Background: an optimization exercise with open tools, aiming at small area. Do not read the settings as production practice. The RTL was checked by simulation tests, not by an equivalence proof against the original design. Power figures rest on the tool's default switching activity, not on a simulated workload.

==> flow/design.v <==
module controller (
   input  logic [5:0] op,
   input  logic [5:0] func,
   output logic       regdst,
   output logic       link,
   output logic       alusrc,
   output logic       expand,
   output logic [4:0] code
);
   always_comb begin
      regdst = 1'b0;
      link   = 1'b0;
      alusrc = 1'b0;
      expand = 1'b0;
      code   = '0;
      case (op)
         6'h00: begin
            if (func == 6'h08) begin
               code[2] = 1'b1;
            end else begin
               regdst  = 1'b1;
               code[1] = 1'b1;
            end
         end
         6'h02: code[0] = 1'b1;
         6'h03: begin
            link      = 1'b1;
            code[1:0] = 2'b11;
         end
         6'h04, 6'h05: begin
            expand  = 1'b1;
            code[3] = 1'b1;
         end
         6'h08, 6'h09: begin
            alusrc  = 1'b1;
            expand  = 1'b1;
            code[1] = 1'b1;
         end
         6'h0C, 6'h0D: begin
            alusrc  = 1'b1;
            code[1] = 1'b1;
         end
         6'h20, 6'h21, 6'h23, 6'h24, 6'h25: begin
            alusrc    = 1'b1;
            expand    = 1'b1;
            code[4]   = 1'b1;
            code[2]   = !op[2];
            code[1:0] = {op[1] & op[0], !op[1] & op[0]};
         end
         6'h28, 6'h29, 6'h2B: begin
            alusrc    = 1'b1;
            expand    = 1'b1;
            code[4]   = 1'b1;
            code[3]   = 1'b1;
            code[1:0] = {op[1] & op[0], !op[1] & op[0]};
         end
         default: begin
         end
      endcase
   end
endmodule
module regfile_bypass (
   input  logic [4:0]     ra,
   input  logic           adv,
   input  logic           we,
   input  logic [4:0]     wa,
   input  logic [31:0]    wd,
   input  logic [31:0]    q,
   input  logic [1023:32] regs_flat,
   output logic [31:0]    rd
);
   logic        byp;
   logic [32:0] sel_lo, sel_hi;
   assign byp = we && (wa == ra) && (ra != '0);
   rf_sel_dec u_dec_lo (.ra (ra), .adv (adv), .byp (byp), .sel (sel_lo));
   rf_sel_dec u_dec_hi (.ra (ra), .adv (adv), .byp (byp), .sel (sel_hi));
   for (genvar b = 0; b < 32; b++) begin : g_bit
      logic [32:0] col;
      assign col[0]  = wd[b];
      for (genvar i = 1; i < 32; i++) begin : g_col
         assign col[i] = regs_flat[32*i + b];
      end
      assign col[32] = q[b];
      rf_read_bit u_bit (
         .sel (b < 16 ? sel_lo : sel_hi),
         .d   (col),
         .y   (rd[b])
      );
   end
endmodule
module rf_read_bit (
   input  logic [32:0] sel,
   input  logic [32:0] d,
   output logic        y
);
   logic [10:0] n;
   for (genvar k = 0; k < 11; k++) begin : g_aoi
      rf_aoi222 u_aoi (
         .a0 (sel[3*k]),   .b0 (d[3*k]),
         .a1 (sel[3*k+1]), .b1 (d[3*k+1]),
         .a2 (sel[3*k+2]), .b2 (d[3*k+2]),
         .y  (n[k])
      );
   end
   assign y = !(&n);
endmodule
module rf_aoi222 (
   input  logic a0, b0, a1, b1, a2, b2,
   output logic y
);
   assign y = !((a0 && b0) || (a1 && b1) || (a2 && b2));
endmodule
module rf_sel_dec (
   input  logic [4:0]  ra,
   input  logic        adv,
   input  logic        byp,
   output logic [32:0] sel
);
   always_comb begin
      sel[0] = adv && byp;
      for (int i = 1; i < 32; i++) begin
         sel[i] = adv && (ra == 5'(i)) && !byp;
      end
      sel[32] = !adv;
   end
endmodule
module decode_stage_pipe (
   input  logic        clock,
   input  logic        reset,
   input  logic        id_valid,
   output logic        id_ready,
   input  logic [5:0]  op,
   input  logic [5:0]  func,
   input  logic [4:0]  rs,
   input  logic [4:0]  rt,
   input  logic [4:0]  rd,
   input  logic [15:0] imm,
   input  logic        wb_en,
   input  logic [4:0]  wb_addr,
   input  logic [31:0] wb_data,
   input  logic        flush,
   input  logic        ex_ready,
   output logic        ex_valid,
   output logic [31:0] ex_alu_data_1,
   output logic [31:0] ex_alu_data_2,
   output logic [31:0] ex_reg_data_2,
   output logic [31:0] ex_expand_imm,
   output logic [4:0]  ex_rw,
   output logic [10:0] ex_ctrl
);
   logic        regdst;
   logic        link;
   logic        alusrc;
   logic        expand;
   logic [4:0]  code;
   logic [31:0] rs_data;
   logic [31:0] rt_data;
   logic [4:0]  rw;
   logic        advance;
   logic        hz;
   logic        rw_nz;
   logic        ex_valid_q;
   logic [31:0] ex_a1_q;
   logic [31:0] ex_rt_q;
   logic [15:0] ex_imm_q;
   logic        ex_sign_q;
   logic        ex_alusrc_q;
   logic [4:0]  ex_rw_q;
   logic [4:0]  ex_c_q;
   logic [31:0]    regs [1:31];
   logic [31:1]    rf_we_lo, rf_we_hi;
   logic [31:0]    rf_wd;
   logic [1023:32] regs_flat;
   rf_we_dec u_we_lo (.reset (reset), .we (wb_en), .wa (wb_addr), .wen (rf_we_lo));
   rf_we_dec u_we_hi (.reset (reset), .we (wb_en), .wa (wb_addr), .wen (rf_we_hi));
   always_comb begin
      for (int i = 1; i < 32; i++) begin
         regs_flat[32*i +: 32] = regs[i];
      end
   end
   assign rf_wd = reset ? wb_data : '0;
   always_ff @(posedge clock) begin
      for (int i = 1; i < 32; i++) begin
         if (rf_we_lo[i]) regs[i][15:0]  <= rf_wd[15:0];
         if (rf_we_hi[i]) regs[i][31:16] <= rf_wd[31:16];
      end
   end
   regfile_bypass u_rd1 (
      .ra        (rs),
      .adv       (advance),
      .we        (wb_en),
      .wa        (wb_addr),
      .wd        (wb_data),
      .q         (ex_a1_q),
      .regs_flat (regs_flat),
      .rd        (rs_data)
   );
   regfile_bypass u_rd2 (
      .ra        (rt),
      .adv       (advance),
      .we        (wb_en),
      .wa        (wb_addr),
      .wd        (wb_data),
      .q         (ex_rt_q),
      .regs_flat (regs_flat),
      .rd        (rt_data)
   );
   controller u_ctrl (
      .op     (op),
      .func   (func),
      .regdst (regdst),
      .link   (link),
      .alusrc (alusrc),
      .expand (expand),
      .code   (code)
   );
   assign rw = regdst ? rd : (link ? 5'd31 : rt);
   assign rw_nz    = (ex_rw_q != '0);
   assign hz       = ex_valid_q && ex_c_q[4] && !ex_c_q[3] && rw_nz &&
                     ((ex_rw_q == rs) || (ex_rw_q == rt));
   assign advance  = !ex_valid_q || ex_ready;
   assign id_ready = reset && (flush || (advance && !hz));
   always_ff @(posedge clock) begin
      if (!reset || flush) begin
         ex_valid_q <= 1'b0;
      end else if (advance) begin
         ex_valid_q <= id_valid && !hz;
      end
   end
   always_ff @(posedge clock) begin
      ex_a1_q <= rs_data;
      ex_rt_q <= rt_data;
   end
   always_ff @(posedge clock) begin
      if (advance) begin
         ex_imm_q    <= imm;
         ex_sign_q   <= expand && imm[15];
         ex_alusrc_q <= alusrc;
         ex_rw_q     <= rw;
         ex_c_q      <= code;
      end
   end
   logic [31:0] ext_imm;
   assign ext_imm = {{16{ex_sign_q}}, ex_imm_q};
   assign ex_valid      = ex_valid_q;
   assign ex_alu_data_1 = ex_a1_q;
   assign ex_alu_data_2 = ex_alusrc_q ? ext_imm : ex_rt_q;
   assign ex_reg_data_2 = ex_rt_q;
   assign ex_expand_imm = ext_imm;
   assign ex_rw         = ex_rw_q;
   logic v, m;
   assign v = ex_valid_q;
   assign m = ex_c_q[4];
   assign ex_ctrl[10] = v && rw_nz && (m ? !ex_c_q[3] : ex_c_q[1]);
   assign ex_ctrl[9]  = v && !m && ex_c_q[3];
   assign ex_ctrl[8]  = v && m && !ex_c_q[3];
   assign ex_ctrl[7]  = v && m && ex_c_q[3];
   assign ex_ctrl[6]  = v && m && !ex_c_q[3];
   assign ex_ctrl[5]  = v && !m && ex_c_q[2];
   assign ex_ctrl[4]  = v && m && ex_c_q[2];
   assign ex_ctrl[3]  = v && m && ex_c_q[1];
   assign ex_ctrl[2]  = v && m && ex_c_q[0];
   assign ex_ctrl[1]  = v && !m && ex_c_q[1] && ex_c_q[0];
   assign ex_ctrl[0]  = v && !m && ex_c_q[0];
endmodule
module rf_we_dec (
   input  logic        reset,
   input  logic        we,
   input  logic [4:0]  wa,
   output logic [31:1] wen
);
   always_comb begin
      for (int i = 1; i < 32; i++) begin
         wen[i] = !reset || (we && (wa == 5'(i)));
      end
   end
endmodule
clock: 5.0 ns
lec_check: 0
cap_margin: 20
core_margin: 2
core_utilization: 55
cts_buf_list: sky130_fd_sc_hd__clkbuf_8
cts_cluster_diameter: 80
cts_cluster_size: 16
slew_margin: 20
synth_hierarchical: 1
buffer_ports_args: -buffer_cell sky130_fd_sc_hd__buf_1
cts_args: -sink_clustering_enable -repair_clock_nets -dont_use_dummy_load -buf_list {sky130_fd_sc_hd__clkbuf_8} -sink_clustering_size 16 -sink_clustering_max_diameter 80
standard.sh (not shown) runs the stock make flow with config.mk's settings and CLKGATE_MAP_FILE= SYNTH_SCRIPT=/design/flow/synth_recipe.tcl, a recipe that flattens the netlist after the stock synthesis.
==> flow/flow/run.sh <==
#!/bin/bash
# Own flow: the standard layout (standard.sh) with two changes to how it is made:
#  - the port buffers that buffer_ports inserts are buf_1 cells;
#  - CTS does not add dummy loads.
# Each step's full output goes to ORFS's own logs under orfs/logs; make's output to make.log.
set -euo pipefail
cat >> config.mk <<'EOC'
export BUFFER_PORTS_ARGS = -buffer_cell sky130_fd_sc_hd__buf_1
export CTS_ARGS = -sink_clustering_enable -repair_clock_nets -dont_use_dummy_load -buf_list {sky130_fd_sc_hd__clkbuf_8} -sink_clustering_size 16 -sink_clustering_max_diameter 80
EOC
bash standard.sh > make.log 2>&1
==> next run, changes <==
--- a/flow/design.v
+++ b/flow/design.v
@@ -70,10 +70,9 @@
    output logic [31:0]    rd
 );
    logic        byp;
-   logic [32:0] sel_lo, sel_hi;
+   logic [32:0] sel;
    assign byp = we && (wa == ra) && (ra != '0);
-   rf_sel_dec u_dec_lo (.ra (ra), .adv (adv), .byp (byp), .sel (sel_lo));
-   rf_sel_dec u_dec_hi (.ra (ra), .adv (adv), .byp (byp), .sel (sel_hi));
+   rf_sel_dec u_dec (.ra (ra), .adv (adv), .byp (byp), .sel (sel));
    for (genvar b = 0; b < 32; b++) begin : g_bit
       logic [32:0] col;
       assign col[0]  = wd[b];
@@ -82,7 +81,7 @@
       end
       assign col[32] = q[b];
       rf_read_bit u_bit (
-         .sel (b < 16 ? sel_lo : sel_hi),
+         .sel (sel),
          .d   (col),
          .y   (rd[b])
       );
@@ -168,21 +167,19 @@
    logic [4:0]  ex_rw_q;
    logic [4:0]  ex_c_q;
    logic [31:0]    regs [1:31];
-   logic [31:1]    rf_we_lo, rf_we_hi;
+   logic [31:1]    rf_we;
    logic [31:0]    rf_wd;
    logic [1023:32] regs_flat;
-   rf_we_dec u_we_lo (.reset (reset), .we (wb_en), .wa (wb_addr), .wen (rf_we_lo));
-   rf_we_dec u_we_hi (.reset (reset), .we (wb_en), .wa (wb_addr), .wen (rf_we_hi));
    always_comb begin
       for (int i = 1; i < 32; i++) begin
+         rf_we[i] = !reset || (wb_en && (wb_addr == 5'(i)));
          regs_flat[32*i +: 32] = regs[i];
       end
    end
    assign rf_wd = reset ? wb_data : '0;
    always_ff @(posedge clock) begin
       for (int i = 1; i < 32; i++) begin
-         if (rf_we_lo[i]) regs[i][15:0]  <= rf_wd[15:0];
-         if (rf_we_hi[i]) regs[i][31:16] <= rf_wd[31:16];
+         if (rf_we[i]) regs[i] <= rf_wd;
       end
    end
    regfile_bypass u_rd1 (
@@ -263,15 +260,3 @@
    assign ex_ctrl[1]  = v && !m && ex_c_q[1] && ex_c_q[0];
    assign ex_ctrl[0]  = v && !m && ex_c_q[0];
 endmodule
-module rf_we_dec (
-   input  logic        reset,
-   input  logic        we,
-   input  logic [4:0]  wa,
-   output logic [31:1] wen
-);
-   always_comb begin
-      for (int i = 1; i < 32; i++) begin
-         wen[i] = !reset || (we && (wa == 5'(i)));
-      end
-   end
-endmodule
Effect:
- The new run ran to the end with no violations
- wire length decreases slightly
- sequential power stays flat
- final area decreases by a few percent
- register-to-register slack gains 40 ps
- fmax decreases slightly
- total power decreases slightly

## afterwards: timing with drivers on the ports
How much do the figures lean on ideal ports? The routed layouts below were timed once more, with nothing changed but the port constraints. Step 1 assumes that a clkbuf_16 drives the clock port and a buf_2 every other input. Step 2 times the ports against the registers' clock, not the clock port: input delays grow and output delays shrink by t, the midpoint of the rising clock arrivals with the driver on. a / b / c = ideal / step 1 / step 2; a / b = the first two.
| run | t (ns) | setup WS [ns] | hold WS [ns] | worst setup path after step 2 |
|---|---|---|---|---|
| the first run | 0.778 | 1.066 / 1.049 / 0.271 | 0.415 / 0.370 / 0.586 | input to register |
| the second run | 0.774 | 0.993 / 1.041 / 0.266 | 0.450 / 0.400 / 0.597 | input to register |
After both steps every run listed still meets setup and hold. For the first run, which loses most, drivers alone change the setup slack by -0.017 ns; drivers and shift together by -0.795 ns.
